From an optimization exercise on the open Yosys and OpenROAD flow, aimed at small area and a short achievable clock period; shortcuts taken in it are not production practice.
RTL that was checked went through simulation tests only; none was proved equivalent to the original.
No activity file was given, so power comes from the tool's default toggle rates.

==> inputs of run a <==
==> flow/design.v (excerpt) <==
module fft_power_peak #(
    parameter  int N          = 8,
    parameter  int DATA_WIDTH = 16,
    localparam int BIN_W      = $clog2(N),
    localparam int PWR_W      = 2 * DATA_WIDTH + 1
) (
    input  logic                         clk,
    input  logic                         rst_n,
    input  logic signed [DATA_WIDTH-1:0] in_real,
    input  logic signed [DATA_WIDTH-1:0] in_imag,
    input  logic                         in_valid,
    input  logic                         clear,
    input  logic        [PWR_W-1:0]      thresh,
    output logic                         peak_over,
    output logic        [PWR_W-1:0]      pwr_out,
    output logic        [BIN_W-1:0]      pwr_bin,
    output logic                         pwr_valid,
    output logic        [PWR_W-1:0]      peak_pwr,
    output logic        [BIN_W-1:0]      peak_bin,
    output logic                         peak_valid,
    output logic        [15:0]           frame_cnt,
    output logic        [1:0]            dbg_state
);
==> module fpp_gt33, before the edit <==
module fpp_gt33 (
    input  logic [32:0] a,
    input  logic [32:0] b,
    output logic        gt
);
    assign gt = a > b;
endmodule
==> flow/config.mk <==
export PLATFORM = sky130hd
export DESIGN_NAME = fft_power_peak
export DESIGN_NICKNAME = fft_power_peak
export VERILOG_FILES = /design/flow/design.v
export SDC_FILE = /design/flow/constraint.sdc
export NUM_CORES = 4
export LEC_CHECK = 0
export CAP_MARGIN = 20
export CORE_MARGIN = 2
export CORE_UTILIZATION = 40
export SETUP_SLACK_MARGIN = 4.2
export SLEW_MARGIN = 20
export SYNTH_HIERARCHICAL = 1
export SYNTH_MINIMUM_KEEP_SIZE = 0
==> flow/constraint.sdc <==
create_clock -name core_clock -period 7.5 [get_ports {clk}]
set_input_delay 1.5000 -clock core_clock [delete_from_list [all_inputs] [get_ports {clk}]]
set_output_delay 1.5000 -clock core_clock [all_outputs]
set_load 0.01 [all_outputs]
standard.sh (not shown) runs the stock make flow with config.mk's settings and CLKGATE_MAP_FILE= SYNTH_SCRIPT=/design/flow/synth_recipe.tcl, a recipe that flattens the netlist after the stock synthesis.
==> flow/flow/run.sh <==
#!/bin/bash
# Layout flow: the standard flow (standard synthesis, floorplan, place, CTS, route,
# finish) unchanged, except that
#  - the port buffers are the platform's plain buf_1 cell instead of the resizer's default
#    pick (repair_design and repair_timing still resize them);
#  - CTS builds the tree from clkbuf_4 and clkbuf_8 cells and
#    adds no dummy load cells.
set -euo pipefail
export BUFFER_PORTS_ARGS="-buffer_cell sky130_fd_sc_hd__buf_1"
export CTS_ARGS="-sink_clustering_enable -repair_clock_nets -buf_list {sky130_fd_sc_hd__clkbuf_4 sky130_fd_sc_hd__clkbuf_8} -dont_use_dummy_load"
bash standard.sh finish > standard.log 2>&1
==> inputs of run b, as changes to run a <==
--- a/flow/design.v
+++ b/flow/design.v
@@ -1295,5 +1295,9 @@
     output logic        gt
 );
-    assign gt = a > b;
+    always_comb begin
+        gt = 1'b0;
+        for (int i = 0; i < 33; i++)
+            gt = (a[i] & ~b[i]) | ((a[i] | ~b[i]) & gt);
+    end
 endmodule
 module fpp_cpa (input logic [31:0] a, input logic [31:0] b, output logic [31:0] y);
==> flow/flow/run.sh (replaced) <==
#!/bin/bash
# Layout flow: the standard flow (standard synthesis, floorplan, place, CTS, route,
# finish) unchanged, except that the port buffers are the platform's plain buf_1 cell
# instead of the resizer's default pick; repair_design and repair_timing still resize them.
set -euo pipefail
export BUFFER_PORTS_ARGS="-buffer_cell sky130_fd_sc_hd__buf_1"
bash standard.sh finish > standard.log 2>&1
- CTS_BUF_LIST: default -> sky130_fd_sc_hd__clkbuf_4
==> inputs of run c, as changes to run a <==
==> flow/flow/run.sh (replaced) <==
#!/bin/bash
# Layout flow: the standard flow (standard synthesis, floorplan, place, CTS, route,
# finish) unchanged, except that the port buffers are the platform's plain buf_1 cell
# instead of the resizer's default pick; repair_design and repair_timing still resize them.
set -euo pipefail
export BUFFER_PORTS_ARGS="-buffer_cell sky130_fd_sc_hd__buf_1"
bash standard.sh finish > standard.log 2>&1
- CTS_BUF_LIST: default -> sky130_fd_sc_hd__clkbuf_4
==> impl_metrics.prom <==
# TYPE chip_impl_metric gauge
chip_impl_info{name="status",value="no timing/DRC/antenna violations"} 1
chip_impl_metric{name="die_w",unit="µm"} 194
chip_impl_metric{name="yosys-mux-area-fraction",unit="%"} 0.147
chip_impl_metric{name="grt_util_met2",unit="%"} 32.0
chip_impl_metric{name="logic_depth_of_the_worst_path_buffers_included",unit=""} 14
chip_impl_metric{name="seq_share",unit="%"} 26.4
chip_impl_metric{name="pwr-share-clk",unit="%"} 16.1
chip_impl_metric{name="timing.reg2reg.worst_path_depth",unit=""} 14
chip_impl_metric{name="route.final.wire_length",unit="µm"} 36900
chip_impl_info{name="netlist_top_cells_count",value="sky130_fd_sc_hd__nand2_1 (337), sky130_fd_sc_hd__fa_1 (229), sky130_fd_sc_hd__inv_1 (175), sky130_fd_sc_hd__dfxtp_1 (153), sky130_fd_sc_hd__nor2_1 (82)"} 1
chip_impl_metric{name="grt_max_degree",unit=""} 71
chip_impl_metric{name="m1WireLength",unit="µm"} 16400
chip_impl_metric{name="multi_input_area",unit="µm²"} 9650
chip_impl_metric{name="groute.layer.met3.usage",unit="%"} 4.28
the above is filed under run c

==> impl_metrics.prom <==
# TYPE chip_impl_metric gauge
chip_impl_metric{name="groute.layer.met3.usage",unit="%"} 3.84
chip_impl_metric{name="yosys-mux-area-fraction",unit="%"} 0.147
chip_impl_info{name="status",value="no timing/DRC/antenna violations"} 1
chip_impl_info{name="netlist_top_cells_count",value="sky130_fd_sc_hd__nand2_1 (337), sky130_fd_sc_hd__fa_1 (229), sky130_fd_sc_hd__inv_1 (175), sky130_fd_sc_hd__dfxtp_1 (153), sky130_fd_sc_hd__nor2_1 (82)"} 1
chip_impl_metric{name="m1WireLength",unit="µm"} 16500
chip_impl_metric{name="multi_input_area",unit="µm²"} 9680
chip_impl_metric{name="pwr-share-clk",unit="%"} 13.9
chip_impl_info{name="cts_root_buffer",value="sky130_fd_sc_hd__clkbuf_8"} 1
chip_impl_metric{name="grt_max_degree",unit=""} 71
chip_impl_metric{name="seq_share",unit="%"} 26.4
chip_impl_metric{name="logic_depth_of_the_worst_path_buffers_included",unit=""} 14
chip_impl_metric{name="timing.reg2reg.worst_path_depth",unit=""} 14
chip_impl_metric{name="die_w",unit="µm"} 194
the above is filed under run a

==> impl_metrics.prom <==
# TYPE chip_impl_metric gauge
chip_impl_metric{name="logic_depth_of_the_worst_path_buffers_included",unit=""} 12
chip_impl_metric{name="m1WireLength",unit="µm"} 18400
chip_impl_metric{name="route.final.wire_length",unit="µm"} 41100
chip_impl_info{name="status",value="no timing/DRC/antenna violations"} 1
chip_impl_metric{name="yosys-mux-area-fraction",unit="%"} 3.27
chip_impl_metric{name="multi_input_area",unit="µm²"} 10300
chip_impl_metric{name="seq_share",unit="%"} 25.4
chip_impl_metric{name="groute.layer.met3.usage",unit="%"} 3.71
chip_impl_metric{name="max_cap_viol_count",unit=""} 0
chip_impl_metric{name="grt_util_met2",unit="%"} 33.7
chip_impl_metric{name="die_w",unit="µm"} 199
chip_impl_info{name="netlist_top_cells_count",value="sky130_fd_sc_hd__nand2_1 (259), sky130_fd_sc_hd__fa_1 (229), sky130_fd_sc_hd__inv_1 (166), sky130_fd_sc_hd__dfxtp_1 (153), sky130_fd_sc_hd__nand3_1 (77)"} 1
chip_impl_metric{name="pwr-share-clk",unit="%"} 15.8
the above is filed under run b

Function not checked in run b: the RTL went through the layout flow alone.

==> inputs of branch sierra <==
fft_power_peak, a different RTL version from the one above (not shown whole).
==> flow/design.v (excerpt) <==
module fft_power_peak #(
    parameter  int N          = 8,
    parameter  int DATA_WIDTH = 16,
    localparam int BIN_W      = $clog2(N),
    localparam int PWR_W      = 2 * DATA_WIDTH + 1
) (
    input  logic                         clk,
    input  logic                         rst_n,
    input  logic signed [DATA_WIDTH-1:0] in_real,
    input  logic signed [DATA_WIDTH-1:0] in_imag,
    input  logic                         in_valid,
    input  logic                         clear,
    input  logic        [PWR_W-1:0]      thresh,
    output logic                         peak_over,
    output logic        [PWR_W-1:0]      pwr_out,
    output logic        [BIN_W-1:0]      pwr_bin,
    output logic                         pwr_valid,
    output logic        [PWR_W-1:0]      peak_pwr,
    output logic        [BIN_W-1:0]      peak_bin,
    output logic                         peak_valid,
    output logic        [15:0]           frame_cnt,
    output logic        [1:0]            dbg_state
);
==> flow/config.mk <==
export PLATFORM = sky130hd
export DESIGN_NAME = fft_power_peak
export DESIGN_NICKNAME = fft_power_peak
export VERILOG_FILES = /design/flow/design.v
export SDC_FILE = /design/flow/constraint.sdc
export NUM_CORES = 4
export LEC_CHECK = 0
export CAP_MARGIN = 20
export CORE_MARGIN = 2
export CORE_UTILIZATION = 40
export SETUP_SLACK_MARGIN = 4.2
export SLEW_MARGIN = 20
export SYNTH_HIERARCHICAL = 1
export SYNTH_MINIMUM_KEEP_SIZE = 0
==> flow/constraint.sdc <==
create_clock -name core_clock -period 7.5 [get_ports {clk}]
set_input_delay 1.5000 -clock core_clock [delete_from_list [all_inputs] [get_ports {clk}]]
set_output_delay 1.5000 -clock core_clock [all_outputs]
set_load 0.01 [all_outputs]
==> flow/flow/run.sh <==
#!/bin/bash
# Layout flow: the standard flow (standard synthesis, floorplan, place, CTS, route,
# finish) unchanged, except that
#  - the port buffers are the platform's plain buf_1 cell instead of the resizer's default
#    pick (repair_design and repair_timing still resize them);
#  - CTS builds the tree from clkbuf_4 and clkbuf_8 cells, clusters up to 12 sinks per
#    leaf buffer and
#    adds no dummy load cells.
set -euo pipefail
export BUFFER_PORTS_ARGS="-buffer_cell sky130_fd_sc_hd__buf_1"
export CTS_ARGS="-sink_clustering_enable -repair_clock_nets -buf_list {sky130_fd_sc_hd__clkbuf_4 sky130_fd_sc_hd__clkbuf_8} -sink_clustering_size 12 -sink_clustering_max_diameter 50 -dont_use_dummy_load"
bash standard.sh finish > standard.log 2>&1
==> branch lagoon (differences from branch sierra) <==
==> flow/flow/run.sh (replaced) <==
#!/bin/bash
# Layout flow: the standard flow (standard synthesis, floorplan, place, CTS, route,
# finish) unchanged, except that the port buffers are the platform's plain buf_1 cell
# instead of the resizer's default pick; repair_design and repair_timing still resize them.
set -euo pipefail
export BUFFER_PORTS_ARGS="-buffer_cell sky130_fd_sc_hd__buf_1"
bash standard.sh finish > standard.log 2>&1
--- a/flow/config.mk
+++ b/flow/config.mk
@@ -10,3 +10,4 @@
 export CORE_UTILIZATION = 40
-export SETUP_SLACK_MARGIN = 4.2
+export CTS_BUF_LIST = sky130_fd_sc_hd__clkbuf_4
+export SETUP_SLACK_MARGIN = 4.0
 export SLEW_MARGIN = 20
==> qor summary <==
	branch lagoon	branch sierra
Post-cts resize count	58	175
Post-Route Skew	0.0559 ns	0.0371 ns
Internal power component	3.99 mW	3.96 mW
Fmax achieved	284 MHz	297 MHz
Post-detailed-route via-to-cell ratio	5.11	5.19
Setup repair bufs after CTS	5	11
Worst vdd ir	0.326 mV	0.399 mV
Level count of the clock H-tree	2	1
Routed len/inst	17.2 um	18.2 um
Buffers plus inverters on the worst setup path	2	4
Outcome	no timing/DRC/antenna violations	no timing/DRC/antenna violations
Final Instance Count excl. Fillers	2199	2141
Setup repair after global routing missed its margin	no	yes

## static timing again, ports no longer ideal
No port has a modelled driver above. Below, the same layouts with a new extraction and two added sets of constraints.
Step 1: set_driving_cell puts a clkbuf_16 on clk and a buf_2 on each other input, an assumption about the parent block.
Step 2 also shifts input and output timing later by t, the mid clock arrival at the registers, as if the neighbouring blocks saw the same clock.
a / b / c = ideal / step 1 / step 2; a / b = the first two.
run | t (ns) | setup slack, ns | hold slack, ns | worst setup path after step 2 | slew at the worst register clock pin (ns)
run a | 0.548 | 4.045 / 4.045 / 3.559 | 0.435 / 0.435 / 0.435 | input to register | 0.06 / 0.06
run b | 0.752 | 4.014 / 4.014 / 3.464 | 0.454 / 0.454 / 0.454 | input to register | 0.08 / 0.08
run c | 0.732 | 4.032 / 4.032 / 3.471 | 0.436 / 0.436 / 0.436 | input to register | 0.07 / 0.07
branch sierra | 0.570 | 4.135 / 4.136 / 3.567 | 0.445 / 0.445 / 0.445 | input to register | 0.08 / 0.08
branch lagoon | 0.735 | 3.980 / 4.007 / 3.272 | 0.439 / 0.439 / 0.439 | input to register | 0.07 / 0.07
After both steps setup and hold are still met in every run listed. The setup slack of branch lagoon, which loses most, moves by +0.027 ns with the drivers and by -0.708 ns with both steps.
